This design comes from an exercise in tuning for small area, a short achievable clock period and few clock cycles per item on the open sky130 flow, not from production work. Where RTL was checked, it was by simulation tests only, not by an equivalence proof against the original.

Setup of oak:
Design mmt_top, start of the top module:
module mmt_top (
	input  logic clk,
	input  logic rst_n,
	input  logic in_valid,
	input  logic in_valid2,
	input  mmt_pkg::elem_t matrix,
	input  mmt_pkg::mat_idx_t matrix_idx,
	input  mmt_pkg::mode_t mode,
	output logic out_valid,
	output mmt_pkg::acc_t out_value
);
==> module mmt_top, before the edit <==
module mmt_top (
	input  logic clk,
	input  logic rst_n,
	input  logic in_valid,
	input  logic in_valid2,
	input  mmt_pkg::elem_t matrix,
	input  mmt_pkg::mat_idx_t matrix_idx,
	input  mmt_pkg::mode_t mode,
	output logic out_valid,
	output mmt_pkg::acc_t out_value
);
	localparam int rw = 28;    
	localparam int p1 = 1;     
	localparam int p2 = 1;     
	logic wr_en;
	logic [5:0] wr_addr;
	mmt_pkg::elem_t wr_data;
	mmt_pkg::mode_t mode_r;
	logic [1:0] idx_ac;
	logic [1:0] idx_b;
	logic q_second;
	mmt_pkg::mat_t mat_ac;
	mmt_pkg::mat_t mat_b;
	matrix_loader u_loader (
		.clk(clk),
		.rst_n(rst_n),
		.in_valid(in_valid),
		.in_valid2(in_valid2),
		.matrix(matrix),
		.matrix_idx(matrix_idx),
		.mode(mode),
		.wr_en(wr_en),
		.wr_addr(wr_addr),
		.wr_data(wr_data),
		.mode_r(mode_r),
		.idx_ac(idx_ac),
		.idx_b(idx_b),
		.q_second(q_second)
	);
	matrix_store u_store (
		.clk(clk),
		.wr_en(wr_en),
		.wr_addr(wr_addr),
		.wr_data(wr_data),
		.sel_ac(idx_ac),
		.sel_b(idx_b),
		.mat_ac(mat_ac),
		.mat_b(mat_b)
	);
	logic [2:0] cnt;
	logic last;
	assign last = (cnt == 3'(5 + p1 + p2));
	always_ff @(posedge clk or negedge rst_n) begin
		if (!rst_n) begin
			cnt <= 3'd0;
		end else if (q_second) begin
			cnt <= 3'd1;
		end else if (cnt != 3'd0) begin
			cnt <= cnt + 3'd1;
		end
	end
	function automatic logic [127:0] transpose(input logic [127:0] m);
		for (int r = 0; r < 4; r++) begin
			for (int c = 0; c < 4; c++) begin
				transpose[8*(4*c+r) +: 8] = m[8*(4*r+c) +: 8];
			end
		end
	endfunction
	mmt_pkg::mat_t mat_ac_t;
	mmt_pkg::mat_t a_work;
	mmt_pkg::mat_t m_op;
	logic [1:0] tc;
	logic [31:0] y_op;
	assign mat_ac_t = ((cnt == 3'd0) ? (mode_r == 2'd1) : (mode_r != 2'd3)) ? transpose(mat_ac) : mat_ac;
	assign m_op = (mode_r == 2'd2) ? transpose(mat_b) : mat_b;
	always_ff @(posedge clk) begin
		a_work <= q_second ? mat_ac_t : {a_work[127:96], a_work[127:32]};
	end
	assign tc = 2'(cnt - 3'(2 + p1));
	assign y_op = mat_ac_t[32*tc +: 32];
	logic [17:0] u [0:3];
	logic [17:0] u_r [0:3];
	for (genvar j = 0; j < 4; j++) begin : g_s1
		dot4_8x8 u_dot (
			.clk(clk),
			.x0(a_work[7:0]),
			.x1(a_work[15:8]),
			.x2(a_work[23:16]),
			.x3(a_work[31:24]),
			.m0(m_op[8*(0+j) +: 8]),
			.m1(m_op[8*(4+j) +: 8]),
			.m2(m_op[8*(8+j) +: 8]),
			.m3(m_op[8*(12+j) +: 8]),
			.u(u[j])
		);
	end
	always_ff @(posedge clk) begin
		for (int j = 0; j < 4; j++) begin
			u_r[j] <= u[j];
		end
	end
	logic [rw-1:0] acc;
	logic [rw-1:0] acc_in;
	logic [rw-1:0] r;
	assign acc_in = (cnt == 3'(2 + p1 + p2)) ? '0 : acc;
	dot4_18x8_acc u_s2 (
		.clk(clk),
		.u0(u_r[0]),
		.u1(u_r[1]),
		.u2(u_r[2]),
		.u3(u_r[3]),
		.y0(y_op[7:0]),
		.y1(y_op[15:8]),
		.y2(y_op[23:16]),
		.y3(y_op[31:24]),
		.acc(acc_in),
		.r(r)
	);
	always_ff @(posedge clk) begin
		acc <= r;
	end
	always_ff @(posedge clk or negedge rst_n) begin
		if (!rst_n) begin
			out_valid <= 1'b0;
			out_value <= '0;
		end else begin
			out_valid <= last;
			out_value <= last ? {{(50 - rw){r[rw-1]}}, r} : '0;
		end
	end
endmodule
Settings: LEC_CHECK=0, CAP_MARGIN=20, CORE_MARGIN=2, CORE_UTILIZATION=40, SLEW_MARGIN=20; clock period 8.0 ns.
run.sh (not shown) runs the stock make flow with config.mk's settings and CLKGATE_MAP_FILE= SYNTH_SCRIPT=/design/flow/synth_recipe.tcl, a recipe that flattens the netlist after the stock synthesis.
Testbench counts of oak, summed over its fixed seeds: cycles 5,196, queries 576.
Input-level comparison between pine and oak:
diff --git a/flow/design.v b/flow/design.v
--- a/flow/design.v
+++ b/flow/design.v
@@ -2557,6 +2557,4 @@
 );
 	localparam int rw = 28;    
-	localparam int p1 = 1;     
-	localparam int p2 = 1;     
 	logic wr_en;
 	logic [5:0] wr_addr;
@@ -2596,5 +2594,5 @@
 	logic [2:0] cnt;
 	logic last;
-	assign last = (cnt == 3'(5 + p1 + p2));
+	assign last = (cnt == 3'd7);
 	always_ff @(posedge clk or negedge rst_n) begin
 		if (!rst_n) begin
@@ -2613,16 +2611,18 @@
 		end
 	endfunction
+	logic load_c;
+	logic trans_ac;
 	mmt_pkg::mat_t mat_ac_t;
 	mmt_pkg::mat_t a_work;
+	mmt_pkg::mat_t c_work;
 	mmt_pkg::mat_t m_op;
-	logic [1:0] tc;
-	logic [31:0] y_op;
-	assign mat_ac_t = ((cnt == 3'd0) ? (mode_r == 2'd1) : (mode_r != 2'd3)) ? transpose(mat_ac) : mat_ac;
+	assign load_c = (cnt == 3'd2);
+	assign trans_ac = load_c ? (mode_r != 2'd3) : (mode_r == 2'd1);
+	assign mat_ac_t = trans_ac ? transpose(mat_ac) : mat_ac;
 	assign m_op = (mode_r == 2'd2) ? transpose(mat_b) : mat_b;
 	always_ff @(posedge clk) begin
 		a_work <= q_second ? mat_ac_t : {a_work[127:96], a_work[127:32]};
+		c_work <= load_c ? mat_ac_t : {c_work[127:96], c_work[127:32]};
 	end
-	assign tc = 2'(cnt - 3'(2 + p1));
-	assign y_op = mat_ac_t[32*tc +: 32];
 	logic [17:0] u [0:3];
 	logic [17:0] u_r [0:3];
@@ -2649,5 +2649,5 @@
 	logic [rw-1:0] acc_in;
 	logic [rw-1:0] r;
-	assign acc_in = (cnt == 3'(2 + p1 + p2)) ? '0 : acc;
+	assign acc_in = (cnt == 3'd4) ? '0 : acc;
 	dot4_18x8_acc u_s2 (
 		.clk(clk),
@@ -2656,8 +2656,8 @@
 		.u2(u_r[2]),
 		.u3(u_r[3]),
-		.y0(y_op[7:0]),
-		.y1(y_op[15:8]),
-		.y2(y_op[23:16]),
-		.y3(y_op[31:24]),
+		.y0(c_work[7:0]),
+		.y1(c_work[15:8]),
+		.y2(c_work[23:16]),
+		.y3(c_work[31:24]),
 		.acc(acc_in),
 		.r(r)
@@ -2672,5 +2672,5 @@
 		end else begin
 			out_valid <= last;
-			out_value <= last ? {{(50 - rw){r[rw-1]}}, r} : '0;
+			out_value <= last ? 50'($signed(r)) : '0;
 		end
 	end
==> comparison <==
pine finished end to end and its layout was clean on timing, DRC and antenna. Changes observed in pine relative to oak: combined global-route utilization of all metal layers lost 0.69 points, instance count on the critical path picked up an extra 1, non-clock buffer count lost about 3.7%, fmax picked up an extra about 8%. Looking at pine and oak, the post-CTS clock slew at the launch and capture registers of the worst setup and hold paths is a wash. pine vs. oak: worst setup slack +0.48 ns.
Only the layout flow was run in pine; the RTL was not checked for function there.

-- re-timing with driven ports --
No port has a modelled driver above. Below, the same layouts with a new extraction and two added sets of constraints.
Step 1 assumes that a clkbuf_16 drives the clock port and a buf_2 every other input.
Step 2 times the ports against the registers' clock, not the clock port: input delays grow and output delays shrink by t, the midpoint of the rising clock arrivals with the driver on.
Slacks: no drivers / after step 1 / after step 2; pairs: no drivers / after step 1.
run | t, ns | setup slack, ns | worst slew at a driven data input, ns
oak | 0.909 | 1.808 / 1.808 / 1.808 | 0.11
pine | 0.911 | 2.284 / 2.284 / 2.284 | 0.07
After both steps every run listed still meets setup and hold.
